What follows belongs to an exercise in optimizing a design on an open flow for small area, a short achievable clock period and few clock cycles; a production flow would make more cautious choices. Where RTL was checked, it was by simulation tests only, not by an equivalence proof against the original. Only the layout flow was run in run 7; the RTL was not checked for function there. Power figures rest on the tool's default switching activity, not on a simulated workload.

==> design.v <==
`default_nettype none
module alu (
    input  wire        is_r_i,     
    input  wire        is_i_i,     
    input  wire [2:0]  f3_i,
    input  wire        f7z_i,      
    input  wire        f7s_i,      
    input  wire [31:0] a_i,        
    input  wire [31:0] b_i,        
    output logic [31:0] result_o
);
    wire [2:0] f3 = f3_i;
    wire do_sub = ~is_i_i & (f7s_i | (f3 == 3'b010));
    wire arith  = (f3 == 3'b000);
    wire use_p  = (f3 == 3'b000) | (f3 == 3'b100) | (f3 == 3'b110);
    wire use_g  = f3[1] & f3[2];
    wire do_sll = (f3 == 3'b001);
    wire is_slt = (f3 == 3'b010);
    logic [31:0] p, g, carry, shn;
    for (genvar i = 0; i < 32; i++) begin : g_pg
        alu_pg u_pg (.a_i (a_i[i]), .b_i (b_i[i]), .sub_i (do_sub), .p_o (p[i]), .g_o (g[i]));
    end
    alu_carry u_carry (.p_i (p), .g_i (g), .cin_i (do_sub), .c_o (carry));
    logic [31:0] st [6];
    assign st[0] = a_i;
    for (genvar k = 0; k < 5; k++) begin : g_st
        for (genvar i = 0; i < 32; i++) begin : g_bit
            if (i >= (1 << k)) begin : g_mux
                sh_mux u_mux (.a_i (st[k][i]), .b_i (st[k][i - (1 << k)]), .s_i (b_i[k]),
                              .y_o (st[k + 1][i]));
            end else if (k % 2 == 0) begin : g_fill_t
                sh_fill_t u_fill (.a_i (st[k][i]), .s_i (b_i[k]), .y_o (st[k + 1][i]));
            end else begin : g_fill_n
                sh_fill_n u_fill (.a_i (st[k][i]), .s_i (b_i[k]), .y_o (st[k + 1][i]));
            end
        end
    end
    assign shn = st[5];
    wire lt = (a_i[31] ^ b_i[31]) ? a_i[31] : (p[31] ^ carry[31]);
    alu_res0 u_res0 (.p_i (p[0]), .g_i (g[0]), .c_i (carry[0]), .shn_i (shn[0]),
                     .set_i (is_slt & lt), .use_p_i (use_p), .use_g_i (use_g),
                     .arith_i (arith), .sll_i (do_sll), .r_o (result_o[0]));
    for (genvar i = 1; i < 32; i++) begin : g_res
        alu_res u_res (.p_i (p[i]), .g_i (g[i]), .c_i (carry[i]), .shn_i (shn[i]),
                       .use_p_i (use_p), .use_g_i (use_g), .arith_i (arith), .sll_i (do_sll),
                       .r_o (result_o[i]));
    end
endmodule
module alu_pg (
    input  wire  a_i,
    input  wire  b_i,
    input  wire  sub_i,
    output wire  p_o,
    output wire  g_o
);
    wire bx = b_i ^ sub_i;
    assign p_o = a_i ^ bx;
    assign g_o = a_i & bx;
endmodule
module alu_carry (
    input  wire [31:0] p_i,
    input  wire [31:0] g_i,
    input  wire        cin_i,
    output logic [31:0] c_o
);
    logic [31:0] gg, pp;
    always_comb begin
        gg = g_i;
        pp = p_i;
        gg[0] = g_i[0] | (p_i[0] & cin_i);
        for (int l = 1; l < 32; l = l * 2) begin
            for (int i = 2 * l - 1; i < 32; i = i + 2 * l) begin
                gg[i] = gg[i] | (pp[i] & gg[i - l]);
                pp[i] = pp[i] & pp[i - l];
            end
        end
        for (int l = 8; l >= 1; l = l / 2) begin
            for (int i = 3 * l - 1; i < 32; i = i + 2 * l) begin
                gg[i] = gg[i] | (pp[i] & gg[i - l]);
                pp[i] = pp[i] & pp[i - l];
            end
        end
        c_o = {gg[30:0], 1'b0} | {31'd0, cin_i};
    end
endmodule
module sh_mux (
    input  wire a_i,
    input  wire b_i,
    input  wire s_i,
    output wire y_o
);
    assign y_o = ~(s_i ? b_i : a_i);
endmodule
module sh_fill_t (
    input  wire a_i,
    input  wire s_i,
    output wire y_o
);
    assign y_o = ~(a_i & ~s_i);
endmodule
module sh_fill_n (
    input  wire a_i,
    input  wire s_i,
    output wire y_o
);
    assign y_o = ~(a_i | s_i);
endmodule
module alu_res (
    input  wire p_i,
    input  wire g_i,
    input  wire c_i,
    input  wire shn_i,
    input  wire use_p_i,
    input  wire use_g_i,
    input  wire arith_i,
    input  wire sll_i,
    output wire r_o
);
    wire lg = (p_i & use_p_i) | (g_i & use_g_i);
    assign r_o = sll_i ? ~shn_i : (lg ^ (c_i & arith_i));
endmodule
module alu_res0 (
    input  wire p_i,
    input  wire g_i,
    input  wire c_i,
    input  wire shn_i,
    input  wire set_i,
    input  wire use_p_i,
    input  wire use_g_i,
    input  wire arith_i,
    input  wire sll_i,
    output wire r_o
);
    wire lg = (p_i & use_p_i) | (g_i & use_g_i);
    assign r_o = (sll_i ? ~shn_i : (lg ^ (c_i & arith_i))) | set_i;
endmodule
`default_nettype wire
`default_nettype none
module reg_file (
    input  wire        clk_i,
    input  wire        reset,
    input  wire [4:0]  addr_i,     
    output logic [31:0] lo_o,      
    output logic [31:0] hi_o,      
    output logic [15:0] match_o,   
    input  wire        wr_en_i,    
    input  wire [15:0] drop_i,     
    input  wire [3:0]  idx_i,
    input  wire [4:0]  wr_tag_i,
    input  wire [31:0] wr_data_i
);
    logic [15:0] valid_q;
    logic [4:0]  tag_q  [16];
    logic [31:0] data_q [16];
    logic [15:0] match;
    logic [15:0] sel;
    logic [15:0] keep;
    for (genvar i = 0; i < 16; i++) begin : g_match
        tag_eq u_eq (.tag_i (tag_q[i]), .addr_i (addr_i), .eq_o (match[i]));
    end
    always_comb begin
        lo_o = '0;
        hi_o = '0;
        for (int i = 0; i < 16; i++) begin
            sel[i]   = (idx_i == i[3:0]);
            if (i < 8) lo_o = lo_o | (data_q[i] & {32{match[i]}});
            else       hi_o = hi_o | (data_q[i] & {32{match[i]}});
        end
    end
    assign match_o = match;
    always_ff @(posedge clk_i or posedge reset) begin
        if (reset) begin
            valid_q <= '0;
        end else begin
            for (int i = 0; i < 16; i++) begin
                if (wr_en_i && sel[i])                 valid_q[i] <= 1'b1;
                else if (wr_en_i && drop_i[i])          valid_q[i] <= 1'b0;
            end
        end
    end
    always_comb begin
        for (int i = 0; i < 16; i++) keep[i] = valid_q[i] & ~(wr_en_i & drop_i[i]);
    end
    for (genvar i = 0; i < 16; i++) begin : g_entry
        for (genvar j = 0; j < 5; j++) begin : g_tag
            rf_bit u_bit (
                .clk_i  (clk_i),
                .hold_i (keep[i]),
                .we_i   (wr_en_i & sel[i]),
                .d_i    (wr_tag_i[j]),
                .q_o    (tag_q[i][j])
            );
        end
        for (genvar j = 0; j < 32; j++) begin : g_data
            rf_bit u_bit (
                .clk_i  (clk_i),
                .hold_i (keep[i]),
                .we_i   (wr_en_i & sel[i]),
                .d_i    (wr_data_i[j]),
                .q_o    (data_q[i][j])
            );
        end
    end
endmodule
`default_nettype wire
`default_nettype none
module rf_bit (
    input  wire  clk_i,
    input  wire  hold_i,
    input  wire  we_i,
    input  wire  d_i,
    output logic q_o
);
    always_ff @(posedge clk_i) begin
        q_o <= (q_o & hold_i) | (d_i & we_i);
    end
endmodule
`default_nettype wire
`default_nettype none
module tag_eq (
    input  wire [4:0] tag_i,
    input  wire [4:0] addr_i,
    output wire       eq_o
);
    assign eq_o = (tag_i == addr_i);
endmodule
`default_nettype wire
`default_nettype none
module cpu_lite_top (
    input  wire        clk_i,
    input  wire        reset,
    input  wire        host_valid_i,
    input  wire [7:0]  host_byte_i,
    input  wire [4:0]  reg_sel_i,
    input  wire [1:0]  byte_sel_i,
    output wire [7:0]  value_o,
    output wire        is_positive_o,
    output wire        done_o
);
    logic        loading_q;    
    logic        done_q;
    logic [1:0]  phase_q;      
    logic [4:0]  count_q;      
    logic        kept_q;       
    logic        wr_q;         
    logic        is_r_q;       
    logic        is_i_q;       
    logic        rd0_q;        
    logic [7:0]  b1_q;         
    logic [7:0]  b2_q;         
    logic [7:0]  b3_q;         
    logic [31:0] a_q;          
    logic [15:0] drop_q;       
    wire start_seen = host_valid_i & ~loading_q & ~done_q & (host_byte_i == 8'hFE);
    wire end_seen   = host_valid_i & loading_q & (phase_q == 2'd0) & (host_byte_i == 8'hFF);
    wire data_stb   = host_valid_i & loading_q & ~end_seen;
    wire last_byte  = data_stb & (phase_q == 2'd3);
    wire kept       = ~count_q[4];
    wire [4:0] rd = {b1_q[3:0], rd0_q};
    logic [31:0] rdata;
    logic [31:0] rd_lo, rd_hi;    
    logic [15:0] match;
    logic [31:0] result;
    logic f3_ok_r, f3_ok_i;
    wire  f7z = (host_byte_i[7:1] == 7'b0000000);
    wire  f7s = (host_byte_i[7:1] == 7'b0100000);
    always_comb begin
        case (b1_q[6:4])
            3'b000:  f3_ok_r = f7z | f7s;
            3'b001, 3'b010, 3'b100, 3'b110, 3'b111: f3_ok_r = f7z;
            default: f3_ok_r = 1'b0;
        endcase
        f3_ok_i = (b1_q[6:4] == 3'b000) | (b1_q[6:4] == 3'b110) | (b1_q[6:4] == 3'b111);
    end
    wire writes = ((is_r_q & f3_ok_r) | (is_i_q & f3_ok_i)) & (rd != 5'd0);
    wire wr_en = wr_q;
    always_ff @(posedge clk_i or posedge reset) begin
        if (reset) begin
            loading_q <= 1'b0;
            done_q    <= 1'b0;
            phase_q   <= 2'd0;
            count_q   <= 5'd0;
            kept_q    <= 1'b0;
            wr_q      <= 1'b0;
        end else begin
            if (start_seen) loading_q <= 1'b1;
            if (end_seen) begin
                loading_q <= 1'b0;
                done_q    <= 1'b1;
            end
            if (data_stb) phase_q <= phase_q + 2'd1;
            if (kept_q) count_q <= count_q + 5'd1;
            kept_q <= last_byte & kept;
            wr_q   <= last_byte & kept & writes;
        end
    end
    always_ff @(posedge clk_i) begin
        b3_q <= host_byte_i;
        a_q  <= rdata;
    end
    wire ld0 = data_stb & (phase_q == 2'd0);
    wire ld1 = data_stb & (phase_q == 2'd1);
    wire ld2 = data_stb & (phase_q == 2'd2);
    wire [2:0] b0_d = {host_byte_i[7], host_byte_i[6:0] == 7'b0010011,
                       host_byte_i[6:0] == 7'b0110011};
    logic [2:0] b0_q;
    assign is_r_q = b0_q[0];
    assign is_i_q = b0_q[1];
    assign rd0_q  = b0_q[2];
    for (genvar j = 0; j < 3; j++) begin : g_b0
        rf_bit u_bit (.clk_i (clk_i), .hold_i (~ld0), .we_i (ld0), .d_i (b0_d[j]), .q_o (b0_q[j]));
    end
    for (genvar j = 0; j < 8; j++) begin : g_b1
        rf_bit u_bit (.clk_i (clk_i), .hold_i (~ld1), .we_i (ld1), .d_i (host_byte_i[j]),
                      .q_o (b1_q[j]));
    end
    for (genvar j = 0; j < 8; j++) begin : g_b2
        rf_bit u_bit (.clk_i (clk_i), .hold_i (~ld2), .we_i (ld2), .d_i (host_byte_i[j]),
                      .q_o (b2_q[j]));
    end
    for (genvar j = 0; j < 16; j++) begin : g_drop
        rf_bit u_bit (.clk_i (clk_i), .hold_i (~ld2), .we_i (ld2), .d_i (match[j]),
                      .q_o (drop_q[j]));
    end
    wire sel_host = ~loading_q;
    wire sel_rd   = loading_q & (phase_q == 2'd2);
    wire sel_rs1  = loading_q & (phase_q == 2'd3);
    wire sel_rs2  = loading_q & wr_q & ~is_i_q;
    wire [4:0] rs1 = {b2_q[3:0], b1_q[7]};
    wire [4:0] rs2 = {b3_q[0], b2_q[7:4]};
    wire [4:0] from_regs = ({5{sel_rd}} & rd) | ({5{sel_rs1}} & rs1) | ({5{sel_rs2}} & rs2);
    wire [4:0] addr = ({5{sel_host}} & reg_sel_i) | from_regs;
    wire [31:0] imm = {{20{b3_q[7]}}, b3_q, b2_q[7:4]};
    wire [31:0] opb = rdata | (imm & {32{is_i_q}});
    alu u_alu (
        .is_r_i   (is_r_q),
        .is_i_i   (is_i_q),
        .f3_i     (b1_q[6:4]),
        .f7z_i    (b3_q[7:1] == 7'b0000000),
        .f7s_i    (b3_q[7:1] == 7'b0100000),
        .a_i      (a_q),
        .b_i      (opb),
        .result_o (result)
    );
    reg_file u_reg_file (
        .clk_i     (clk_i),
        .reset     (reset),
        .addr_i    (addr),
        .lo_o      (rd_lo),
        .hi_o      (rd_hi),
        .match_o   (match),
        .wr_en_i   (wr_en),
        .drop_i    (drop_q),
        .idx_i     (count_q[3:0]),
        .wr_tag_i  (rd),
        .wr_data_i (result)
    );
    wire [3:0] bsel = 4'b0001 << byte_sel_i;
    byte_pick u_byte_pick (
        .lo_i    (rd_lo),
        .hi_i    (rd_hi),
        .sel_i   (bsel),
        .byte_o  (value_o)
    );
    assign rdata         = rd_lo | rd_hi;
    assign is_positive_o = ~rdata[31];
    assign done_o        = done_q;
endmodule
`default_nettype wire
`default_nettype none
module byte_pick (
    input  wire [31:0] lo_i,
    input  wire [31:0] hi_i,
    input  wire [3:0]  sel_i,
    output wire [7:0]  byte_o
);
    wire [31:0] w = lo_i | hi_i;
    assign byte_o = (w[7:0] & {8{sel_i[0]}}) | (w[15:8] & {8{sel_i[1]}}) |
                    (w[23:16] & {8{sel_i[2]}}) | (w[31:24] & {8{sel_i[3]}});
endmodule
`default_nettype wire
==> flow/run.sh <==
#!/bin/bash
# Standard layout, with fast buffers on the ports.
set -euo pipefail
bash standard.sh "BUFFER_PORTS_ARGS=-buffer_cell sky130_fd_sc_hd__buf_4" SETUP_SLACK_MARGIN=6 finish > standard_make.log 2>&1
==> standard.sh <==
#!/bin/bash
# synth_recipe.tcl (not shown) runs the flow's synth.tcl, then flattens the netlist and writes it again
# the make line also repeats each setting of config.mk as NAME=value (left out here)
make -C /OpenROAD-flow-scripts/flow DESIGN_CONFIG=/design/flow/config.mk WORK_HOME=/design/flow/orfs CLKGATE_MAP_FILE= SYNTH_SCRIPT=/design/flow/synth_recipe.tcl "${@:-finish}"
==> config.mk <==
export PLATFORM = sky130hd
export DESIGN_NAME = cpu_lite_top
export DESIGN_NICKNAME = cpu_lite_top
export VERILOG_FILES = /design/flow/design.v
export SDC_FILE = /design/flow/constraint.sdc
export NUM_CORES = 8
export LEC_CHECK = 0
export CAP_MARGIN = 20
export CORE_MARGIN = 2
export CORE_UTILIZATION = 50
export CTS_BUF_LIST = sky130_fd_sc_hd__clkbuf_8
export CTS_CLUSTER_DIAMETER = 60
export CTS_CLUSTER_SIZE = 16
export PLACE_DENSITY = 0.6
export SETUP_SLACK_MARGIN = 5
export SLEW_MARGIN = 20
export SYNTH_HIERARCHICAL = 1
export TNS_END_PERCENT = 5
==> constraint.sdc <==
create_clock -name core_clock -period 14.0 [get_ports {clk_i}]
set_input_delay 2.8000 -clock core_clock [delete_from_list [all_inputs] [get_ports {clk_i}]]
set_output_delay 2.8000 -clock core_clock [all_outputs]
set_load 0.01 [all_outputs]
==> results of run 1 <==
==> worst max-delay path, delay by kind of cell <==
family,cells,cell delay (ns)
and+or+nand+nor,5,0.93
buffers and inverters,4,0.77
AOI/OAI and AO/OA,3,0.62
xor gates and xnor gates,1,0.14
==> per-layer routing <==
layer	track usage, %	vias to the layer above	routed length [um]
li1	-	10507	-
met1	46.9	12261	45400
met2	53.1	1215	46400
met3	5.85	241	8980
met4	16.4	2	5100
met5	0	-	13
==> state kept, by name, summed over array words and instances (netlist names), 2 cells and up <==
| name | cells |
|---|---|
| g_drop.u_bit.q_o | 16 |
| g_b1.u_bit.q_o | 8 |
| u_reg_file.valid_q | 16 |
| a_q | 32 |
| g_b2.u_bit.q_o | 8 |
| phase_q | 2 |
| u_reg_file.g_entry.g_data.u_bit.q_o | 512 |
| b3_q | 8 |
| g_b0.u_bit.q_o | 3 |
| u_reg_file.g_entry.g_tag.u_bit.q_o | 80 |
| count_q | 5 |
==> final timing paths <==
path | startpoint | endpoint | slack [ns] | cells past startpoint
worst max-delay path | reg_sel_i[4] | value_o[6] | 5.88 | 13
worst min-delay path | count_q[4]$_DFFE_PP0P_ | count_q[4]$_DFFE_PP0P_ | 0.49 | 1
worst max register to register | g_b0[1].u_bit.q_o$_DFF_P_ | u_reg_file.g_entry[6].g_data[0].u_bit.q_o$_DFF_P_ | 6.65 | 27
worst min register to register | count_q[4]$_DFFE_PP0P_ | count_q[4]$_DFFE_PP0P_ | 0.49 | 1
max in group asynchronous | reset | u_reg_file.valid_q[8]$_DFFE_PP0P_ | 11.36 | 2
min in group asynchronous | reset | count_q[0]$_DFFE_PP0P_ | 2.11 | 2
==> layout by cell type, fill, tap and decap left out, drive strengths merged, types with 4 or more instances in the layout <==
| cell type | count |
|---|---|
| clkinv | 5 |
| ha | 37 |
| a31oi | 4 |
| nand3b | 4 |
| dfrtp | 27 |
| nor3 | 49 |
| a21boi | 16 |
| nand4 | 78 |
| a22oi | 288 |
| inv | 32 |
| mux2i | 129 |
| a221oi | 33 |
| a21oi | 56 |
| xnor2 | 54 |
| xor2 | 65 |
| buf | 134 |
| nor2 | 41 |
| nor2b | 4 |
| a222oi | 5 |
| o21ai | 52 |
| clkbuf | 57 |
| nand3 | 22 |
| a211oi | 4 |
| dfxtp | 667 |
| or2 | 33 |
| nand2 | 55 |
| nand2b | 44 |
| o21bai | 18 |
| a21o | 30 |
| a22o | 627 |
==> cell type report <==
cell class | instances | area, um2
timing repair buffer | 136 | 1320
multi-input combinational | 1779 | 15000
inverter | 21 | 78.8
fill | 4839 | 24200
sequential | 694 | 14000
clock buffer | 55 | 757
tap | 756 | 946
clock inverter | 18 | 151
==> through the flow <==
| step | utilization, % | cells | power, mW |
|---|---|---|---|
| after detailed placement | 54.5 | 3359 | 3.07 |
| after global routing | 57.2 | 3459 | 4.28 |
| after global placement | 54.4 | 3356 | 3.05 |
| after CTS | 56.8 | 3451 | 4.13 |
| final | 57.2 | 3459 | 4.15 |
| after floorplan | - | 2550 | 2.62 |
==> repair_timing <==
| action | CTS | global route |
|---|---|---|
| gates cloned | 0 | 4 |
| buffers inserted | 19 | 4 |
| pin swaps | 10 | 8 |
| endpoints found under the setup margin | 297 | 133 |
| hold buffers | 0 | 0 |
| resized for setup | 61 | 21 |
==> power groups by stage <==
stage | Combinational [mW] | Sequential (mW) | Clock (mW)
6_report | 1.01 | 2.07 | 1.07
4_1_cts | 0.986 | 2.06 | 1.08
3_3_place_gp | 0.946 | 2.11 | 0
3_5_place_dp | 0.965 | 2.11 | 0
5_1_grt | 1.06 | 2.07 | 1.15
2_1_floorplan | 0.544 | 2.08 | 0
==> run notes, run 1 <==
Clock Latency Late Sink=0.72 ns; Setup Total Neg Slack=0 ns; number of port buffers=27; # rows=87; VDD IR max=0.000101 V; crit-path max FO=33; Initial DRT Pass Iterations=6; Comb power frac=24.4%; Net Count, Synth=2,605; full die area=59,200 um2; GR Overflow Total=0; Cell Pwr Density=128 nW/um2; number of global-route vias before repair=23,402; final cell area excluding filler cells=32,300 um2; fin crit share=58.0%; Max Cap Viol=0; Placement Setup Slack=4.68 ns; first-pass GRT wire length=155,000 um; unrepaired setup endpoints after global routing=true; initial antenna violation count=2; # H-tree levels=2; Placed Area=30,800 um2; CORE AREA=56,500 um2; Seq pwr share=49.8%; switching share of total power=36.1%; Reg clk slew, reported paths=0.10 ns; largest stage delay on the critical path=0.32 ns; Final Max Tran Viols=0; Fmax=0.123 GHz; CP endpoint kind=output pin; relative slew slack=23.5%; initial drt markers=2,570; DRC Markers=0; Antenna Cells=0; Avg Inst Size Synth=11.2 um2; share of layout cells above drive strength 1=15.0%; ANT nets after route=0; Min-Delay Path Class=reg2reg; Final min period=8.12 ns; Initial Util=50.7%; Synth-to-Final Area Change=12.8%; crit start category=input pin; Ys Warns=17; PnR worst setup slack=5.88 ns; final wirelength=106,000 um; Clock Tree Buf Depth=3; Worst Hold Margin=0.488 ns; crit path max-delay cell type=nand4_1; nets=2,740; Die Span Y=243 um; GRT Util Overall=34.4%; Fin Clk Skew=0.0457 ns; TritonCTS Buffers=53; Arr. time, crit path=5.32 ns; final hold vios=0; cell count after synthesis=2,550; Critical Path RT=11.20 ns; CTS tree=yes; Internal=2.65 mW; final setup vio count=0; wire per inst=30.6 um; gp weighted congestion=0.919; post-DP HPWL=64,600 um; status=timing/DRC/antenna clean; Clk pwr share=25.8%; Setup CP Type=in2out; Horiz. Die Dim=243 um; clock tree sinks=694; Tightest Pin Transition=1.15 ns; crit path cell chain=buf_4 > nor2_1 > a21oi_4 > buf_4 > xnor2_1 > nand3_1 > nor3_4 > buf_6 > a22oi_1 > nand4_1 > o21ai_2 > nand4_1 > buf_4; Crit path top cell by count=buf_4; vias per inst=7.00; clock root cell=clkbuf_8; P_sw=1.50 mW; largest net degree at the start of global routing=67; io pins=28; Post-Syn Area=28,700 um2; leakage power=12.0 nW; DR vias=24,226
Testbench counts, summed over its fixed seeds: cycles 11,399.
==> inputs of run 2 (changes only) <==
--- a/design.v
+++ b/design.v
@@ -150,5 +150,5 @@
     input  wire [31:0] wr_data_i
 );
-    logic [15:0] valid_q;
+    logic [15:0] valid;
     logic [4:0]  tag_q  [16];
     logic [31:0] data_q [16];
@@ -169,16 +169,9 @@
     end
     assign match_o = match;
-    always_ff @(posedge clk_i or posedge reset) begin
-        if (reset) begin
-            valid_q <= '0;
-        end else begin
-            for (int i = 0; i < 16; i++) begin
-                if (wr_en_i && sel[i])                 valid_q[i] <= 1'b1;
-                else if (wr_en_i && drop_i[i])          valid_q[i] <= 1'b0;
-            end
-        end
-    end
     always_comb begin
-        for (int i = 0; i < 16; i++) keep[i] = valid_q[i] & ~(wr_en_i & drop_i[i]);
+        for (int i = 0; i < 16; i++) begin
+            valid[i] = |tag_q[i];
+            keep[i]  = valid[i] & ~reset & ~(wr_en_i & drop_i[i]);
+        end
     end
     for (genvar i = 0; i < 16; i++) begin : g_entry
--- a/config.mk
+++ b/config.mk
@@ -10,6 +10,6 @@
 export CORE_UTILIZATION = 50
 export CTS_BUF_LIST = sky130_fd_sc_hd__clkbuf_8
-export CTS_CLUSTER_DIAMETER = 60
-export CTS_CLUSTER_SIZE = 16
+export CTS_CLUSTER_DIAMETER = 50
+export CTS_CLUSTER_SIZE = 20
 export PLACE_DENSITY = 0.6
 export SETUP_SLACK_MARGIN = 5
==> run notes, run 2 <==
leakage power=12.1 nW; setup slack, reg-to-reg=6.72 ns; gp weighted congestion=0.958; Clock Latency Late Sink=0.68 ns; Largest Register=u_reg_file.g_entry.g_data.u_bit.q_o; post-DP HPWL=60,500 um; worst reg2reg endpoint=u_reg_file.g_entry[9].g_data[22].u_bit.q_o$_DFF_P_; number of global-route vias before repair=24,147; wire per inst=29.0 um; biggest regs=u_reg_file.g_entry.g_data.u_bit.q_o: 512 flops, u_reg_file.g_entry.g_tag.u_bit.q_o: 80 flops, a_q: 32 flops; first-pass GRT wire length=152,000 um; Fin Clk Skew=0.0326 ns; WL met2=46,400 um; # placed instances=3,361; relative slew slack=20.8%; clock root cell=clkbuf_8; number of port buffers=27; Synth-to-Final Area Change=14.6%; Initial DRT Pass Iterations=5; Horiz. Die Dim=243 um; Fmax=0.123 GHz; DR vias=24,443; # H-tree levels=3; status=timing/DRC/antenna clean; switching share of total power=35.2%; Tightest Pin Transition=1.19 ns; DR top layer=met4; clock tree sinks=678; Critical Path RT=11.20 ns; nets=2,766; Cell Pwr Density=136 nW/um2; DRC Markers=0; Net Count, Synth=2,602; Internal=2.89 mW; unrepaired setup endpoints after global routing=true; CP endpoint kind=output pin; TritonCTS Buffers=69; max reg flops=512; Max Cap Viol=0; DR WL met3=9280 um; GR Overflow Total=0; Antenna Cells=0; Die Span Y=243 um; CORE AREA=56,300 um2; P_sw=1.57 mW; most common cell after layout, fill and taps aside=dfxtp_1; initial antenna violation count=1; final hold vios=0; Arr. time, crit path=5.30 ns; io pins=28; worst-case reg-to-reg path depth=23; Reg clk slew, reported paths=0.08 ns; crit-path max FO=33; Setup Total Neg Slack=0 ns; worst r2r src=g_b0[1].u_bit.q_o$_DFF_P_; Setup CP Type=in2out; Clk pwr share=32.2%; Comb power frac=22.8%; cell count after synthesis=2,547; Post-Syn Area=28,500 um2; fin crit share=57.9%; Avg Inst Size Synth=11.2 um2; most frequent cells in the layout=667 x dfxtp_1, 627 x a22o_1, 255 x a22oi_1; Hold EP=u_reg_file.g_entry[13].g_data[2].u_bit.q_o$_DFF_P_; share of layout cells above drive strength 1=16.5%; hold_sp=u_reg_file.g_entry[13].g_data[2].u_bit.q_o$_DFF_P_; Post-Layout Cell Count=3,518; final setup vio count=0; fillcell total=4,852; hold depth=1; Clock Tree Buf Depth=3; Min-Delay Path Class=reg2reg; # rows=87; Final min period=8.10 ns; VDD IR max=0.0000826 V; CTS tree=yes; largest net degree at the start of global routing=64; initial drt markers=2,397; Final Max Tran Viols=0; ANT nets after route=0; full die area=58,800 um2; vias per inst=6.95; crit start category=input pin; Seq pwr share=45.0%; GRT Util Overall=33.8%; Metal-1 WL=43,400 um; Ys Warns=17; final wirelength=102,000 um; Initial Util=50.6%; hold buffer count at cts=0
## run 2: cell count changes in the layout (fill, tap and decap cells not counted), moves of 17 or more
cell      change
a221oi_4     +17
buf_4        +18
clkbuf_8     +24
nor2_1       +17
## run 2: what timing repair did
action                                  4_1_cts  5_1_grt
pin swaps                                     5        9
endpoints found under the setup margin       86       91
gates cloned                                  0        1
setup buffers                                26        7
gates resized for setup                      51       14
## run 2: cell type report
type,count,area [um2],area share (%)
sequential,678,13600,41.8
tap,756,946,2.90
clock buffer,77,1060,3.25
multi-input combinational,1789,15100,46.2
timing repair buffer,151,1320,4.05
inverter,22,82.6,0.253
clock inverter,45,526,1.61
## run 2: worst max-delay path by stage
stage / depth (start not counted) / start / end
floorplan: 23 / reg_sel_i[1] / u_reg_file.g_entry[1].g_data[0].u_bit.q_o$_DFF_P_
global placement: 22 / reg_sel_i[4] / u_reg_file.g_entry[1].g_data[31].u_bit.q_o$_DFF_P_
detailed placement: 21 / reg_sel_i[2] / u_reg_file.g_entry[12].g_data[31].u_bit.q_o$_DFF_P_
CTS: 14 / reg_sel_i[0] / value_o[3]
global route: 13 / reg_sel_i[2] / value_o[6]
finish: 14 / reg_sel_i[0] / value_o[5]
## run 2: power groups by stage
stage	registers, mW	clock network, mW	logic [mW]
after floorplan	2.03	0	0.540
after global placement	2.04	0	0.928
after detailed placement	2.05	0	0.948
after CTS	2.00	1.46	0.970
after global routing	2.01	1.53	1.07
final	2.00	1.44	1.01
## run 2: routing by layer
layer | up-vias | global-route usage [%]
met5 | - | 0
met4 | 0 | 11.3
met3 | 221 | 7.33
met2 | 1264 | 53.5
met1 | 12305 | 45.7
li1 | 10653 | -
## run 2: critical path, stage by stage
cell and delay (ns):
buf_4 0.11, nor2_1 0.16, a21oi_4 0.04, buf_4 0.23, buf_4 0.17, xnor2_1 0.14
nand3_1 0.12, nor3_4 0.22, buf_8 0.32, a22oi_1 0.14, nand4_1 0.21, o21ai_0 0.16
nand4_1 0.26, buf_4 0.16
## run 2: per-stage QoR
step	power [mW]	util [%]	instance area (um2)	hold WS, ns	worst slack, ns
finish	4.45	58.0	32600	0.491	5.90
global route	4.61	58.0	32600	0.498	5.83
CTS	4.43	57.7	32500	0.492	5.91
detailed placement	2.99	54.2	30500	0.471	4.80
global placement	2.97	54.2	30500	0.461	4.94
floorplan	2.57	-	28500	0.447	6.00
Testbench counts of run 2, summed over its fixed seeds: cycles 11,399.
==> inputs of run 3 (changes only) <==
--- a/config.mk
+++ b/config.mk
@@ -10,9 +10,9 @@
 export CORE_UTILIZATION = 50
 export CTS_BUF_LIST = sky130_fd_sc_hd__clkbuf_8
-export CTS_CLUSTER_DIAMETER = 50
-export CTS_CLUSTER_SIZE = 20
+export CTS_CLUSTER_DIAMETER = 60
+export CTS_CLUSTER_SIZE = 16
 export PLACE_DENSITY = 0.6
 export SETUP_SLACK_MARGIN = 5
 export SLEW_MARGIN = 20
 export SYNTH_HIERARCHICAL = 1
-export TNS_END_PERCENT = 5
+export TNS_END_PERCENT = 1
==> run notes, run 3 <==
Arr. time, crit path=5.31 ns; fin crit share=57.9%; crit start category=input pin; worst reg2reg endpoint=u_reg_file.g_entry[6].g_data[0].u_bit.q_o$_DFF_P_; Clock Tree Buf Depth=3; Net Count, Synth=2,602; vias per inst=6.96; unrepaired setup endpoints after global routing=true; relative slew slack=21.6%; wire per inst=29.3 um; Min-Delay Path Class=reg2reg; CTS tree=yes; max reg flops=512; Initial Util=50.6%; fillcell total=4,890; cell count after synthesis=2,547; hold depth=1; GRT Util Overall=33.6%; VDD IR max=0.0000915 V; setup slack, reg-to-reg=6.63 ns; Critical Path RT=11.20 ns; number of global-route vias before repair=23,908; final hold vios=0; # H-tree levels=2; Fin Clk Skew=0.0470 ns; # rows=87; DR vias=24,150; Final min period=8.11 ns; nets=2,749; crit-path max FO=33; Reg clk slew, reported paths=0.10 ns; leakage power=11.8 nW; Cell Pwr Density=128 nW/um2; worst-case reg-to-reg path depth=24; first-pass GRT wire length=152,000 um; post-DP HPWL=60,500 um; CP endpoint kind=output pin; most common cell after layout, fill and taps aside=dfxtp_1; biggest regs=u_reg_file.g_entry.g_data.u_bit.q_o: 512 flops, u_reg_file.g_entry.g_tag.u_bit.q_o: 80 flops, a_q: 32 flops; DRC Markers=0; CORE AREA=56,300 um2; final wirelength=102,000 um; Die Span Y=243 um; hold buffer count at cts=0; initial drt markers=2,421; # placed instances=3,361; Tightest Pin Transition=1.18 ns; Setup CP Type=in2out; largest net degree at the start of global routing=64; Initial DRT Pass Iterations=8; TritonCTS Buffers=53; Clock Latency Late Sink=0.75 ns; share of layout cells above drive strength 1=15.0%; Ys Warns=17; clock tree sinks=678; Final Max Tran Viols=0; status=timing/DRC/antenna clean; full die area=58,800 um2; Largest Register=u_reg_file.g_entry.g_data.u_bit.q_o; GR Overflow Total=0; Avg Inst Size Synth=11.2 um2; Post-Layout Cell Count=3,472; ANT nets after route=0; clock root cell=clkbuf_8; Antenna Cells=0; hold_sp=u_reg_file.g_entry[0].g_data[17].u_bit.q_o$_DFF_P_; most frequent cells in the layout=667 x dfxtp_1, 627 x a22o_1, 255 x a22oi_1; Worst Hold Margin=0.493 ns; Setup Total Neg Slack=0 ns; Max Cap Viol=0; io pins=28; gp weighted congestion=0.958; initial antenna violation count=2; Post-Syn Area=28,500 um2; Horiz. Die Dim=243 um; worst r2r src=g_b0[1].u_bit.q_o$_DFF_P_; Fmax=0.123 GHz; Synth-to-Final Area Change=12.4%; number of port buffers=27; final setup vio count=0; Hold EP=u_reg_file.g_entry[0].g_data[17].u_bit.q_o$_DFF_P_
## run 3: worst max-delay path by stage
stage	start	slack (ns)	endpoint
floorplan	reg_sel_i[1]	6.00	u_reg_file.g_entry[1].g_data[0].u_bit.q_o$_DFF_P_
global placement	reg_sel_i[4]	4.94	u_reg_file.g_entry[1].g_data[31].u_bit.q_o$_DFF_P_
detailed placement	reg_sel_i[2]	4.80	u_reg_file.g_entry[12].g_data[31].u_bit.q_o$_DFF_P_
CTS	reg_sel_i[4]	5.90	value_o[3]
global route	reg_sel_i[0]	5.85	value_o[5]
finish	reg_sel_i[0]	5.89	value_o[5]
## run 3: routing by layer
layer  track usage [%]  wire length, um
met4              10.8             3290
met1              46.1            43800
met2              53.0            45700
met5              1.14               91
met3              6.62             8680
## run 3: repair_timing
item / CTS / global route
setup endpoints to repair: 81 / 85
setup buffers: 24 / 9
resized for setup: 45 / 22
pin swaps: 4 / 13
## run 3: area by class of cell
class / instances / area, um2 / share of cell area [%]
multi-input combinational: 1788 / 15100 / 47.1
sequential: 678 / 13600 / 42.6
timing repair buffer: 151 / 1320 / 4.13
tap: 756 / 946 / 2.96
clock buffer: 56 / 771 / 2.41
clock inverter: 21 / 179 / 0.559
inverter: 22 / 82.6 / 0.258
## run 3: metrics by stage
stage / setup slack (ns) / power (mW) / utilization [%] / area (um2)
2_1_floorplan: 6.00 / 2.57 / - / 28500
3_3_place_gp: 4.94 / 2.97 / 54.2 / 30500
3_5_place_dp: 4.80 / 2.99 / 54.2 / 30500
4_1_cts: 5.90 / 4.07 / 56.5 / 31800
5_1_grt: 5.85 / 4.24 / 56.8 / 32000
6_report: 5.89 / 4.10 / 56.8 / 32000
## run 3: worst max-delay path, cell delays in order
cell and delay, ns:
buf_4 0.11, nor2_1 0.16, a21oi_4 0.05, buf_4 0.23, buf_4 0.16, xnor2_1 0.17, nand3_1 0.15, nor3_4 0.25
buf_12 0.28, a22oi_1 0.11, nand4_1 0.21, o21ai_0 0.16, nand4_1 0.27, buf_4 0.16
## run 3: power by group
group / internal [mW] / leakage (nW) / switching [mW]
logic: 0.280 / 5.78 / 0.737
registers: 1.95 / 5.52 / 0.0508
clock network: 0.396 / 0.502 / 0.686
total: 2.63 / 11.8 / 1.47
==> inputs of run 4 (changes only) <==
--- a/config.mk
+++ b/config.mk
@@ -16,3 +16,3 @@
 export SLEW_MARGIN = 20
 export SYNTH_HIERARCHICAL = 1
-export TNS_END_PERCENT = 1
+export TNS_END_PERCENT = 20
==> run notes, run 4 <==
Fmax=0.125 GHz; Post-Layout Cell Count=3,485; hold_sp=u_reg_file.g_entry[13].g_data[21].u_bit.q_o$_DFF_P_; Fin Clk Skew=0.0500 ns; GRT Util Overall=33.8%; met1 GRT Util=46.4%; Clock Latency Late Sink=0.74 ns; # rows=87; # H-tree levels=2; final wirelength=105,000 um; most frequent cells in the layout=667 x dfxtp_1, 627 x a22o_1, 251 x a22oi_1; Antenna Cells=0; initial drt markers=2,622; final hold vios=0; DR vias=24,412; Final Max Tran Viols=0; Post-Syn Area=28,500 um2; share of layout cells above drive strength 1=16.2%; largest stage delay on the critical path=0.27 ns; Hold EP=u_reg_file.g_entry[13].g_data[21].u_bit.q_o$_DFF_P_; unrepaired setup endpoints after global routing=true; crit start category=input pin; worst-case reg-to-reg path depth=27; Reg clk slew, reported paths=0.09 ns; TritonCTS Buffers=53; Clock Tree Buf Depth=3; leakage power=12.0 nW; relative slew slack=20.0%; number of port buffers=27; Initial DRT Pass Iterations=6; # placed instances=3,361; ANT nets after route=0; Setup Total Neg Slack=0 ns; Top Usage Layer GRT=met2; wire per inst=30.1 um; full die area=58,800 um2; Tightest Pin Transition=1.20 ns; status=timing/DRC/antenna clean; Ys Warns=17; CORE AREA=56,300 um2; met3 Usage GRT=6.79%; nets=2,762; Initial Util=50.6%; Setup CP Type=in2out; Die Span Y=243 um; first-pass GRT wire length=153,000 um; worst reg2reg endpoint=u_reg_file.g_entry[6].g_data[0].u_bit.q_o$_DFF_P_; GR Overflow Total=0; met2 Usage GRT=53.5%; VDD IR max=0.0000926 V; Max Cap Viol=0; vias per inst=7.00; DRC Markers=0; Largest Register=u_reg_file.g_entry.g_data.u_bit.q_o; gp weighted congestion=0.958; crit path cell chain=buf_4 > nor2_2 > a21oi_4 > buf_12 > buf_4 > xor2_1 > nor3_4 > buf_12 > a22oi_1 > nand4_1 > o21ai_0 > nand4_1 > buf_4; crit-path max FO=33; Avg Inst Size Synth=11.2 um2; Buf+Inv Stages, Crit Path=5; CP endpoint kind=output pin; CP delay by family, top=buffers and inverters; clock root cell=clkbuf_8; max reg flops=512; io pins=28; Synth-to-Final Area Change=14.1%; initial antenna violation count=2; worst r2r src=g_b0[1].u_bit.q_o$_DFF_P_; Cell Pwr Density=127 nW/um2; fin crit share=57.4%; Crit path top cell by count=buf_4; crit path max-delay cell type=xor2_1; setup slack, reg-to-reg=6.63 ns; Final min period=8.03 ns; Arr. time, crit path=5.23 ns; largest net degree at the start of global routing=64; Critical Path RT=11.20 ns; biggest regs=u_reg_file.g_entry.g_data.u_bit.q_o: 512 flops, u_reg_file.g_entry.g_tag.u_bit.q_o: 80 flops, a_q: 32 flops; cell count after synthesis=2,547; Horiz. Die Dim=243 um; number of global-route vias before repair=23,903; CTS tree=yes; Net Count, Synth=2,602; Util after Layout=57.7%; clock tree sinks=678; hold depth=1; most common cell after layout, fill and taps aside=dfxtp_1; hold buffer count at cts=0; final setup vio count=0; post-DP HPWL=60,500 um; Min-Delay Path Class=reg2reg
run 4: routing by layer:
| metal | vias to the layer above | routed length, um |
|---|---|---|
| li1 | 10600 | - |
| met1 | 12361 | 44900 |
| met2 | 1221 | 47200 |
| met3 | 228 | 9370 |
| met4 | 2 | 3430 |
| met5 | - | 9 |
run 4: where the power goes:
group	internal, mW	switching [mW]	total (mW)
sequential	1.95	0.0510	2.00
combinational	0.292	0.746	1.04
clock	0.396	0.686	1.08
total	2.64	1.48	4.12
run 4: worst max-delay path by stage:
stage	endpoint	from	slack (ns)	cells after the start
5_1_grt	value_o[3]	reg_sel_i[0]	5.91	14
2_1_floorplan	u_reg_file.g_entry[1].g_data[0].u_bit.q_o$_DFF_P_	reg_sel_i[1]	6.00	23
3_5_place_dp	u_reg_file.g_entry[12].g_data[31].u_bit.q_o$_DFF_P_	reg_sel_i[2]	4.80	21
6_report	value_o[5]	reg_sel_i[2]	5.97	13
4_1_cts	value_o[6]	reg_sel_i[4]	5.91	15
3_3_place_gp	u_reg_file.g_entry[1].g_data[31].u_bit.q_o$_DFF_P_	reg_sel_i[4]	4.94	22
run 4: final cells by class:
type / instances / area (um2)
fill: 4818 / 23800
sequential: 678 / 13600
tap: 756 / 946
inverter: 22 / 82.6
clock buffer: 56 / 771
multi-input combinational: 1788 / 15200
clock inverter: 21 / 179
timing repair buffer: 164 / 1690
run 4: metrics by stage:
step | power (mW) | hold WS (ns) | cell area [um2] | worst slack, ns
floorplan | 2.57 | 0.447 | 28500 | 6.00
global placement | 2.97 | 0.461 | 30500 | 4.94
detailed placement | 2.99 | 0.471 | 30500 | 4.80
CTS | 4.07 | 0.495 | 31900 | 5.91
global route | 4.27 | 0.503 | 32500 | 5.91
finish | 4.12 | 0.494 | 32500 | 5.97
run 4: what timing repair did:
| action | in CTS | in global routing |
|---|---|---|
| buffers inserted | 29 | 9 |
| endpoints found under the setup margin | 81 | 75 |
| pin swaps | 11 | 24 |
| gates cloned | 1 | 7 |
| gates resized for setup | 61 | 61 |
run 4: worst reg2reg max path: stages, from the launching register on:
cell	delay [ns]
dfxtp_1	0.93
nor2b_1	0.25
a222oi_1	0.62
a21oi_4	0.18
buf_12	0.21
buf_4	0.15
xnor2_1	0.12
nand3_1	0.13
nor3_4	0.06
buf_12	0.15
buf_16	0.17
a22oi_1	0.19
nand4_1	0.17
or2_2	0.36
a21o_4	0.37
xor2_1	0.22
ha_1	0.34
a21oi_1	0.11
o21ai_2	0.24
a21oi_2	0.13
o41ai_4	0.62
a41o_1	0.33
a31o_1	0.25
xnor2_1	0.16
a211oi_2	0.10
a21oi_1	0.18
o21ai_2	0.24
a22o_1	0.30
==> inputs of run 5 (changes only) <==
--- a/config.mk
+++ b/config.mk
@@ -16,3 +16,3 @@
 export SLEW_MARGIN = 20
 export SYNTH_HIERARCHICAL = 1
-export TNS_END_PERCENT = 20
+export TNS_END_PERCENT = 5
==> run notes, run 5 <==
status=timing/DRC/antenna clean; Largest Register=u_reg_file.g_entry.g_data.u_bit.q_o; CP endpoint kind=output pin; DRC Markers=0; vias per inst=6.98; final hold vios=0; CTS tree=yes; Clock Latency Late Sink=0.74 ns; Final Max Tran Viols=0; hold depth=1; PnR worst setup slack=5.88 ns; io pins=28; Critical Path RT=11.20 ns; Cell Pwr Density=128 nW/um2; hold_sp=u_reg_file.g_entry[2].g_data[19].u_bit.q_o$_DFF_P_; Placement Setup Slack=4.80 ns; final setup vio count=0; final wirelength=102,000 um; number of global-route vias before repair=23,927; post-DP HPWL=60,500 um; Ys Warns=17; cell count after synthesis=2,547; Fin Clk Skew=0.0453 ns; Reg clk slew, reported paths=0.09 ns; Overall Power=4.10 mW; largest net degree at the start of global routing=64; TritonCTS Buffers=53; worst-case reg-to-reg path depth=23; crit start category=input pin; Max Cap Viol=0; leakage power=11.8 nW; Post-Syn Area=28,500 um2; Setup CP Type=in2out; initial antenna violation count=2; number of port buffers=27; Avg Inst Size Synth=11.2 um2; VDD IR max=0.0000918 V; gp weighted congestion=0.958; final cell area excluding filler cells=32,000 um2; fin crit share=58.0%; Post-Layout Cell Count=3,472; share of layout cells above drive strength 1=14.9%; first-pass GRT wire length=152,000 um; Min-Delay Path Class=reg2reg; Setup Total Neg Slack=0 ns; Clock Tree Buf Depth=3; clock tree sinks=678; Die Span Y=243 um; hold buffer count at cts=0; Net Count, Synth=2,602; ANT nets after route=0; full die area=58,800 um2; nets=2,749; # placed instances=3,361; unrepaired setup endpoints after global routing=true; Placed Area=30,500 um2; Antenna Cells=0; DR vias=24,237; most frequent cells in the layout=667 x dfxtp_1, 627 x a22o_1, 255 x a22oi_1; Arr. time, crit path=5.32 ns; Critical Path Sink=value_o[5]; wire per inst=29.3 um; GRT Util Overall=33.6%; max reg flops=512; relative slew slack=19.4%; biggest regs=u_reg_file.g_entry.g_data.u_bit.q_o: 512 flops, u_reg_file.g_entry.g_tag.u_bit.q_o: 80 flops, a_q: 32 flops; setup slack, reg-to-reg=6.60 ns; Initial DRT Pass Iterations=6; Initial Util=50.6%; worst r2r src=g_b0[1].u_bit.q_o$_DFF_P_; CORE AREA=56,300 um2; crit-path max FO=33; Horiz. Die Dim=243 um; Tightest Pin Transition=1.21 ns; Synth-to-Final Area Change=12.4%; most common cell after layout, fill and taps aside=dfxtp_1; initial drt markers=2,593; critical path launch point=reg_sel_i[0]; worst reg2reg endpoint=u_reg_file.g_entry[2].g_data[22].u_bit.q_o$_DFF_P_; clock root cell=clkbuf_8; Fmax=0.123 GHz; # H-tree levels=2; GR Overflow Total=0; # rows=87; Final min period=8.12 ns
==> run 5: changes by cell type in the layout (fill, tap and decap cells not counted), moves of 5 or more <==
cell       change
buf_12         -8
clkbuf_16      -7
o21ai_2        -7
xor2_1         +5
xor2_2         -5
==> run 5: where the power goes <==
part	switching [mW]	internal, mW
clock	0.684	0.396
combinational	0.734	0.280
sequential	0.0506	1.95
==> run 5: cell type report <==
class	count	area, um2
Timing Repair Buffer	151	1330
Clock inverter	21	179
Clock buffer	56	771
Fill cell	4892	24300
Tap cell	756	946
Multi-Input combinational cell	1788	15000
Inverter	22	82.6
Sequential cell	678	13600
==> run 5: worst min path at each step <==
stage,end,slack (ns)
floorplan,g_b0[0].u_bit.q_o$_DFF_P_,0.45
global placement,g_b0[0].u_bit.q_o$_DFF_P_,0.46
detailed placement,u_reg_file.g_entry[5].g_data[16].u_bit.q_o$_DFF_P_,0.47
CTS,u_reg_file.g_entry[15].g_data[10].u_bit.q_o$_DFF_P_,0.49
global route,u_reg_file.g_entry[10].g_data[10].u_bit.q_o$_DFF_P_,0.50
finish,u_reg_file.g_entry[2].g_data[19].u_bit.q_o$_DFF_P_,0.49
==> run 5: worst max-delay path, stage by stage <==
cell and delay (ns):
buf_4 0.11, nor2_1 0.16, a21oi_4 0.05, buf_4 0.23, buf_4 0.16, xnor2_1 0.17, nand3_1 0.16, nor3_4 0.25
buf_12 0.29, a22oi_1 0.11, nand4_1 0.21, o21ai_0 0.17, nand4_1 0.26, buf_4 0.16
==> run 5: stage by stage <==
| step | utilization, % | hold WS [ns] |
|---|---|---|
| 2_1_floorplan | - | 0.447 |
| 5_1_grt | 56.8 | 0.503 |
| 3_5_place_dp | 54.2 | 0.471 |
| 6_report | 56.8 | 0.493 |
| 4_1_cts | 56.6 | 0.495 |
| 3_3_place_gp | 54.2 | 0.461 |
==> run 5: what timing repair did <==
action / 4_1_cts / 5_1_grt
pin swaps: 6 / 9
setup buffers: 26 / 7
gates resized for setup: 52 / 13
setup endpoints to repair: 81 / 75
==> run 5: routing by layer <==
metal,track usage (%),up-vias,part of all wire [%]
li1,-,10578,-
met1,46.0,12266,43
met2,53.2,1150,45
met3,6.67,241,8.2
met4,10.8,2,3.2
met5,1.14,-,0.090
==> inputs of run 6 (changes only) <==
--- a/config.mk
+++ b/config.mk
@@ -8,9 +8,9 @@
 export CAP_MARGIN = 20
 export CORE_MARGIN = 2
-export CORE_UTILIZATION = 50
+export CORE_UTILIZATION = 60
 export CTS_BUF_LIST = sky130_fd_sc_hd__clkbuf_8
 export CTS_CLUSTER_DIAMETER = 60
 export CTS_CLUSTER_SIZE = 16
-export PLACE_DENSITY = 0.6
+export PLACE_DENSITY = 0.7
 export SETUP_SLACK_MARGIN = 5
 export SLEW_MARGIN = 20
==> run notes, run 6 <==
status=timing/DRC/antenna clean; met3 Usage GRT=7.42%; Cell Pwr Density=126 nW/um2; Fin Clk Skew=0.0280 ns; Overall Power=4.06 mW; ANT nets after route=0; io pins=28; biggest regs=u_reg_file.g_entry.g_data.u_bit.q_o: 512 flops, u_reg_file.g_entry.g_tag.u_bit.q_o: 80 flops, a_q: 32 flops; crit path cell chain=buf_4 > nor2_4 > a21oi_4 > buf_6 > buf_6 > xnor2_1 > nand3_1 > nor3_4 > buf_4 > clkbuf_16 > a22oi_1 > nand4_1 > o21ai_1 > nand4_1 > buf_4; first-pass GRT wire length=146,000 um; Clock Tree Buf Depth=3; Synth-to-Final Area Change=13.3%; Horiz. Die Dim=222 um; Buf+Inv Stages, Crit Path=6; Final Max Tran Viols=0; Largest Register=u_reg_file.g_entry.g_data.u_bit.q_o; number of global-route vias before repair=23,616; Ys Warns=17; fin crit share=58.2%; Min-Delay Path Class=reg2reg; CTS tree=yes; # rows=79; Top Usage Layer GRT=met2; most frequent cells in the layout=667 x dfxtp_1, 627 x a22o_1, 249 x a22oi_1; DRC Markers=0; CP endpoint kind=output pin; most common cell after layout, fill and taps aside=dfxtp_1; GR Overflow Total=0; largest net degree at the start of global routing=64; Reg clk slew, reported paths=0.10 ns; initial drt markers=3,700; Arr. time, crit path=5.34 ns; VDD IR max=0.000130 V; Clock Latency Late Sink=0.71 ns; GRT Util Overall=38.6%; Antenna Cells=0; Critical Path RT=11.20 ns; Max Cap Viol=0; number of port buffers=27; wire per inst=30.9 um; final setup vio count=0; relative slew slack=16.1%; largest stage delay on the critical path=0.28 ns; initial antenna violation count=2; # H-tree levels=2; TritonCTS Buffers=52; unrepaired setup endpoints after global routing=true; CORE AREA=46,700 um2; final wirelength=103,000 um; Net Count, Synth=2,602; Avg Inst Size Synth=11.2 um2; clock tree sinks=678; nets=2,777; clock root cell=clkbuf_8; Post-Syn Area=28,500 um2; crit-path max FO=16; post-DP HPWL=58,100 um; gp weighted congestion=0.963; CP delay by family, top=buffers and inverters; Initial Util=61.0%; vias per inst=7.53; hold buffer count at cts=0; Crit path top cell by count=buf_4; Setup Total Neg Slack=0 ns; full die area=49,200 um2; crit start category=input pin; Tightest Pin Transition=1.26 ns; Initial DRT Pass Iterations=19; Setup CP Type=in2out; share of layout cells above drive strength 1=16.3%; Die Span Y=222 um; cell count after synthesis=2,547; Worst Hold Margin=0.493 ns; Final min period=8.14 ns; leakage power=12.0 nW; met1 GRT Util=53.0%; final hold vios=0; Fmax=0.123 GHz; max reg flops=512; DR vias=25,211; met2 Usage GRT=60.2%; crit path max-delay cell type=nor3_4
run 6: cell type report:
| cell class | instances | area [um2] |
|---|---|---|
| inverters | 22 | 82.6 |
| clock inverters | 18 | 144 |
| multi-input cells | 1788 | 15100 |
| repair buffers | 180 | 1770 |
| clock buffers | 54 | 743 |
| fillers | 3592 | 14400 |
| flip-flops and latches | 678 | 13600 |
| well taps | 607 | 759 |
run 6: per-layer routing:
metal | vias to the layer above | share of wire (%) | routed length [um]
li1 | 10626 | - | -
met1 | 12584 | 40 | 41100
met2 | 1696 | 44 | 45900
met3 | 303 | 12 | 12100
met4 | 2 | 4.2 | 4350
met5 | - | 0.013 | 13
run 6: what timing repair did:
item,in CTS,in global routing
hold endpoints to repair,0,0
pin swaps,17,28
endpoints found under the setup margin,122,110
gates cloned,0,9
setup buffers,22,32
resized for setup,42,67
run 6: path summary, 6_finish.rpt:
check,start,to,slack (ns),cells after the start
max,reg_sel_i[0],value_o[7],5.86,15
min,u_reg_file.g_entry[10].g_data[10].u_bit.q_o$_DFF_P_,u_reg_file.g_entry[10].g_data[10].u_bit.q_o$_DFF_P_,0.49,1
max reg2reg,g_b0[1].u_bit.q_o$_DFF_P_,u_reg_file.g_entry[3].g_data[7].u_bit.q_o$_DFF_P_,6.31,28
min reg2reg,u_reg_file.g_entry[10].g_data[10].u_bit.q_o$_DFF_P_,u_reg_file.g_entry[10].g_data[10].u_bit.q_o$_DFF_P_,0.49,1
max in group asynchronous,reset,wr_q$_DFF_PP0_,11.22,2
min in group asynchronous,reset,count_q[1]$_DFFE_PP0P_,2.39,2
run 6: per-stage QoR:
stage                     cells  instance area, um2  utilization, %  setup WS, ns
after floorplan            2547               28500               -          6.00
after global placement     3208               30300            64.9          5.05
after detailed placement   3208               30300            64.9          4.86
after CTS                  3302               31500            67.6          5.93
after global routing       3347               32200            69.1          5.84
final                      3347               32200            69.1          5.86
run 6: where the power goes:
part	leakage, nW	internal (mW)	total [mW]	switching [mW]
Combinational	5.99	0.276	1.01	0.729
Sequential	5.52	1.95	2.02	0.0678
Clock	0.475	0.364	1.03	0.667
==> inputs of run 7 (changes only) <==
--- a/design.v
+++ b/design.v
@@ -140,5 +140,5 @@
     input  wire        clk_i,
     input  wire        reset,
-    input  wire [4:0]  addr_i,     
+    input  wire [4:0]  addr_n_i,   
     output logic [31:0] lo_o,      
     output logic [31:0] hi_o,      
@@ -157,5 +157,5 @@
     logic [15:0] keep;
     for (genvar i = 0; i < 16; i++) begin : g_match
-        tag_eq u_eq (.tag_i (tag_q[i]), .addr_i (addr_i), .eq_o (match[i]));
+        tag_eq u_eq (.tag_i (tag_q[i]), .addr_n_i (addr_n_i), .eq_o (match[i]));
     end
     always_comb begin
@@ -213,8 +213,8 @@
 module tag_eq (
     input  wire [4:0] tag_i,
-    input  wire [4:0] addr_i,
+    input  wire [4:0] addr_n_i,
     output wire       eq_o
 );
-    assign eq_o = (tag_i == addr_i);
+    assign eq_o = (tag_i == ~addr_n_i);
 endmodule
 `default_nettype wire
@@ -323,5 +323,9 @@
     wire [4:0] rs2 = {b3_q[0], b2_q[7:4]};
     wire [4:0] from_regs = ({5{sel_rd}} & rd) | ({5{sel_rs1}} & rs1) | ({5{sel_rs2}} & rs2);
-    wire [4:0] addr = ({5{sel_host}} & reg_sel_i) | from_regs;
+    wire [4:0] addr_n;    
+    for (genvar k = 0; k < 5; k++) begin : g_addr
+        addr_bit u_addr (.host_i (sel_host), .sel_i (reg_sel_i[k]), .regs_i (from_regs[k]),
+                         .addr_n_o (addr_n[k]));
+    end
     wire [31:0] imm = {{20{b3_q[7]}}, b3_q, b2_q[7:4]};
     wire [31:0] opb = rdata | (imm & {32{is_i_q}});
@@ -339,5 +343,5 @@
         .clk_i     (clk_i),
         .reset     (reset),
-        .addr_i    (addr),
+        .addr_n_i  (addr_n),
         .lo_o      (rd_lo),
         .hi_o      (rd_hi),
@@ -373,2 +377,12 @@
 endmodule
 `default_nettype wire
+`default_nettype none
+module addr_bit (
+    input  wire host_i,
+    input  wire sel_i,
+    input  wire regs_i,
+    output wire addr_n_o
+);
+    assign addr_n_o = ~((host_i & sel_i) | regs_i);
+endmodule
+`default_nettype wire
--- a/config.mk
+++ b/config.mk
@@ -8,9 +8,9 @@
 export CAP_MARGIN = 20
 export CORE_MARGIN = 2
-export CORE_UTILIZATION = 60
+export CORE_UTILIZATION = 50
 export CTS_BUF_LIST = sky130_fd_sc_hd__clkbuf_8
 export CTS_CLUSTER_DIAMETER = 60
 export CTS_CLUSTER_SIZE = 16
-export PLACE_DENSITY = 0.7
+export PLACE_DENSITY = 0.6
 export SETUP_SLACK_MARGIN = 5
 export SLEW_MARGIN = 20
==> run notes, run 7 <==
Initial Util=50.5%; DRC Markers=0; DR vias=23,938; GR Overflow Total=0; Largest Register=u_reg_file.g_entry.g_data.u_bit.q_o; biggest regs=u_reg_file.g_entry.g_data.u_bit.q_o: 512 flops, u_reg_file.g_entry.g_tag.u_bit.q_o: 80 flops, a_q: 32 flops; initial drt markers=2,356; setup slack, reg-to-reg=6.82 ns; first-pass GRT wire length=149,000 um; Tightest Pin Transition=1.12 ns; hold_sp=g_b0[0].u_bit.q_o$_DFF_P_; Final Max Tran Viols=0; Min-Delay Path Class=reg2reg; full die area=58,900 um2; io pins=28; CORE AREA=56,400 um2; most frequent cells in the layout=667 x dfxtp_1, 627 x a22o_1, 256 x a22oi_1; worst-case reg-to-reg path depth=27; nets=2,733; wire per inst=28.7 um; clock tree sinks=678; crit path max-delay cell type=nand4_1; gp weighted congestion=0.920; final wirelength=99,400 um; share of layout cells above drive strength 1=14.4%; hold depth=1; Placed Area=30,500 um2; fin crit share=58.2%; Crit path depth=12; Reg clk slew, reported paths=0.10 ns; crit path cell chain=buf_4 > a21oi_4 > buf_12 > xor2_1 > nand3_1 > nor3_4 > buf_6 > a22oi_1 > nand4_1 > o21ai_0 > nand4_1 > buf_4; Horiz. Die Dim=243 um; Top Usage Layer GRT=met2; TritonCTS Buffers=54; Arr. time, crit path=5.34 ns; Die Span Y=243 um; final cell area excluding filler cells=31,900 um2; max reg flops=512; number of port buffers=27; final setup vio count=0; Critical Path RT=11.20 ns; Hold EP=g_b0[0].u_bit.q_o$_DFF_P_; unrepaired setup endpoints after global routing=true; # H-tree levels=2; GRT Util Overall=32.6%; crit-path max FO=33; met3 Usage GRT=6.28%; relative slew slack=25.0%; # rows=87; Setup Total Neg Slack=0 ns; ANT nets after route=0; hold buffer count at cts=0; largest net degree at the start of global routing=74; status=timing/DRC/antenna clean; met1 GRT Util=46.8%; Post-Layout Cell Count=3,459; Clock Tree Buf Depth=3; worst r2r src=loading_q$_DFFE_PP0P_; Net Count, Synth=2,603; cell count after synthesis=2,548; Overall Power=5.77 mW; Final min period=8.14 ns; leakage power=11.9 nW; crit start category=input pin; initial antenna violation count=1; # placed instances=3,358; Buf+Inv Stages, Crit Path=4; clock root cell=clkbuf_8; Cell Pwr Density=181 nW/um2; Initial DRT Pass Iterations=6; Max Cap Viol=0; Fin Clk Skew=0.0368 ns; CP endpoint kind=output pin; Avg Inst Size Synth=11.2 um2; Fmax=0.123 GHz; post-DP HPWL=60,100 um; worst reg2reg endpoint=u_reg_file.g_entry[8].g_data[0].u_bit.q_o$_DFF_P_; CTS tree=yes; final hold vios=0; Synth-to-Final Area Change=12.0%; largest stage delay on the critical path=0.46 ns; Post-Syn Area=28,500 um2; vias per inst=6.92; CP delay by family, top=simple AND/OR/NAND/NOR gates; VDD IR max=0.000239 V; Ys Warns=17; number of global-route vias before repair=23,418; met2 Usage GRT=50.0%; Setup CP Type=in2out; Clock Latency Late Sink=0.72 ns; most common cell after layout, fill and taps aside=dfxtp_1; fillcell total=4,925
==> run 7: worst max-delay path by stage <==
stage                 start  slack [ns]                                            endpoint
2_1_floorplan  reg_sel_i[1]        6.02  u_reg_file.g_entry[1].g_data[31].u_bit.q_o$_DFF_P_
3_3_place_gp   reg_sel_i[1]        4.82  u_reg_file.g_entry[6].g_data[31].u_bit.q_o$_DFF_P_
3_5_place_dp   reg_sel_i[1]        4.58  u_reg_file.g_entry[1].g_data[31].u_bit.q_o$_DFF_P_
4_1_cts        reg_sel_i[4]        5.99                                          value_o[2]
5_1_grt        reg_sel_i[2]        5.83                                          value_o[6]
6_report       reg_sel_i[1]        5.86                                          value_o[6]
==> run 7: report_power, final <==
part / leakage (nW) / internal [mW] / switching (mW)
clock: 0.546 / 0.444 / 0.686
combinational: 5.80 / 0.625 / 1.92
sequential: 5.52 / 1.99 / 0.102
total: 11.9 / 3.06 / 2.71
==> run 7: per-layer routing <==
metal	vias up	routed length (um)	share of wire, %
met2	1074	44100	44
met4	0	2210	2.2
met5	-	0	0
met1	12167	44700	45
li1	10535	-	-
met3	162	8390	8.4
==> run 7: metrics by stage <==
stage / util (%) / hold WS [ns] / worst slack (ns)
2_1_floorplan: - / 0.447 / 6.02
3_3_place_gp: 54.1 / 0.460 / 4.82
3_5_place_dp: 54.1 / 0.471 / 4.58
4_1_cts: 56.4 / 0.494 / 5.99
5_1_grt: 56.6 / 0.505 / 5.83
6_report: 56.6 / 0.487 / 5.86
==> run 7: what timing repair did <==
item                       4_1_cts  5_1_grt
pin swaps                        7        2
gates resized for setup         24        3
cloned                           0        2
setup endpoints to repair      188       96
buffers inserted                11        2
==> run 7: final cells by class <==
cell class                      instances  area, um2  share of cell area, %
Clock inverter                         19        201                  0.631
Timing Repair Buffer                  130       1140                   3.57
Multi-Input combinational cell       1786      15100                   47.2
Clock buffer                           61        840                   2.63
Antenna cell                            1       2.50                0.00784
Inverter                               28        105                  0.329
Sequential cell                       678      13600                   42.7
Tap cell                              756        946                   2.96

## re-timing with driven ports
The flow's constraints put no driver on any port. The routed layouts listed below were extracted and timed again, unchanged, in two steps.
Step 1, drivers: a clkbuf_16 drives clk_i and a buf_2 each remaining input, both assumed.
Step 2 adds t to the input delays and takes it off the output delays; t is the mean of the earliest and latest rising clock arrival at the registers after step 1. Input paths then give back, and output paths get back, about the clock's delay inside the block.
Three values: ideal, step 1, step 2; two values: the first two.
| run | shift t [ns] | slack for setup (ns) | latest minus earliest clock arrival (ns) | slew at the worst register clock pin (ns) | worst data-port slew with drivers (ns) |
|---|---|---|---|---|---|
| run 1 | 0.752 | 5.885 / 5.855 / 5.486 | 0.045 / 0.045 | 0.11 / 0.11 | 0.04 |
| run 2 | 0.720 | 5.895 / 5.870 / 5.560 | 0.032 / 0.033 | 0.11 / 0.11 | 0.05 |
| run 3 | 0.780 | 5.888 / 5.864 / 5.363 | 0.048 / 0.047 | 0.11 / 0.11 | 0.05 |
| run 4 | 0.777 | 5.970 / 5.948 / 5.425 | 0.050 / 0.050 | 0.11 / 0.11 | 0.05 |
| run 5 | 0.776 | 5.879 / 5.855 / 5.357 | 0.045 / 0.045 | 0.11 / 0.11 | 0.05 |
| run 6 | 0.756 | 5.855 / 5.830 / 5.155 | 0.029 / 0.028 | 0.11 / 0.11 | 0.06 |
| run 7 | 0.754 | 5.859 / 5.832 / 5.523 | 0.037 / 0.037 | 0.11 / 0.11 | 0.05 |
After both steps every run listed still meets setup and hold. For run 6, which loses most, drivers alone change the setup slack by -0.025 ns; drivers and shift together by -0.700 ns.
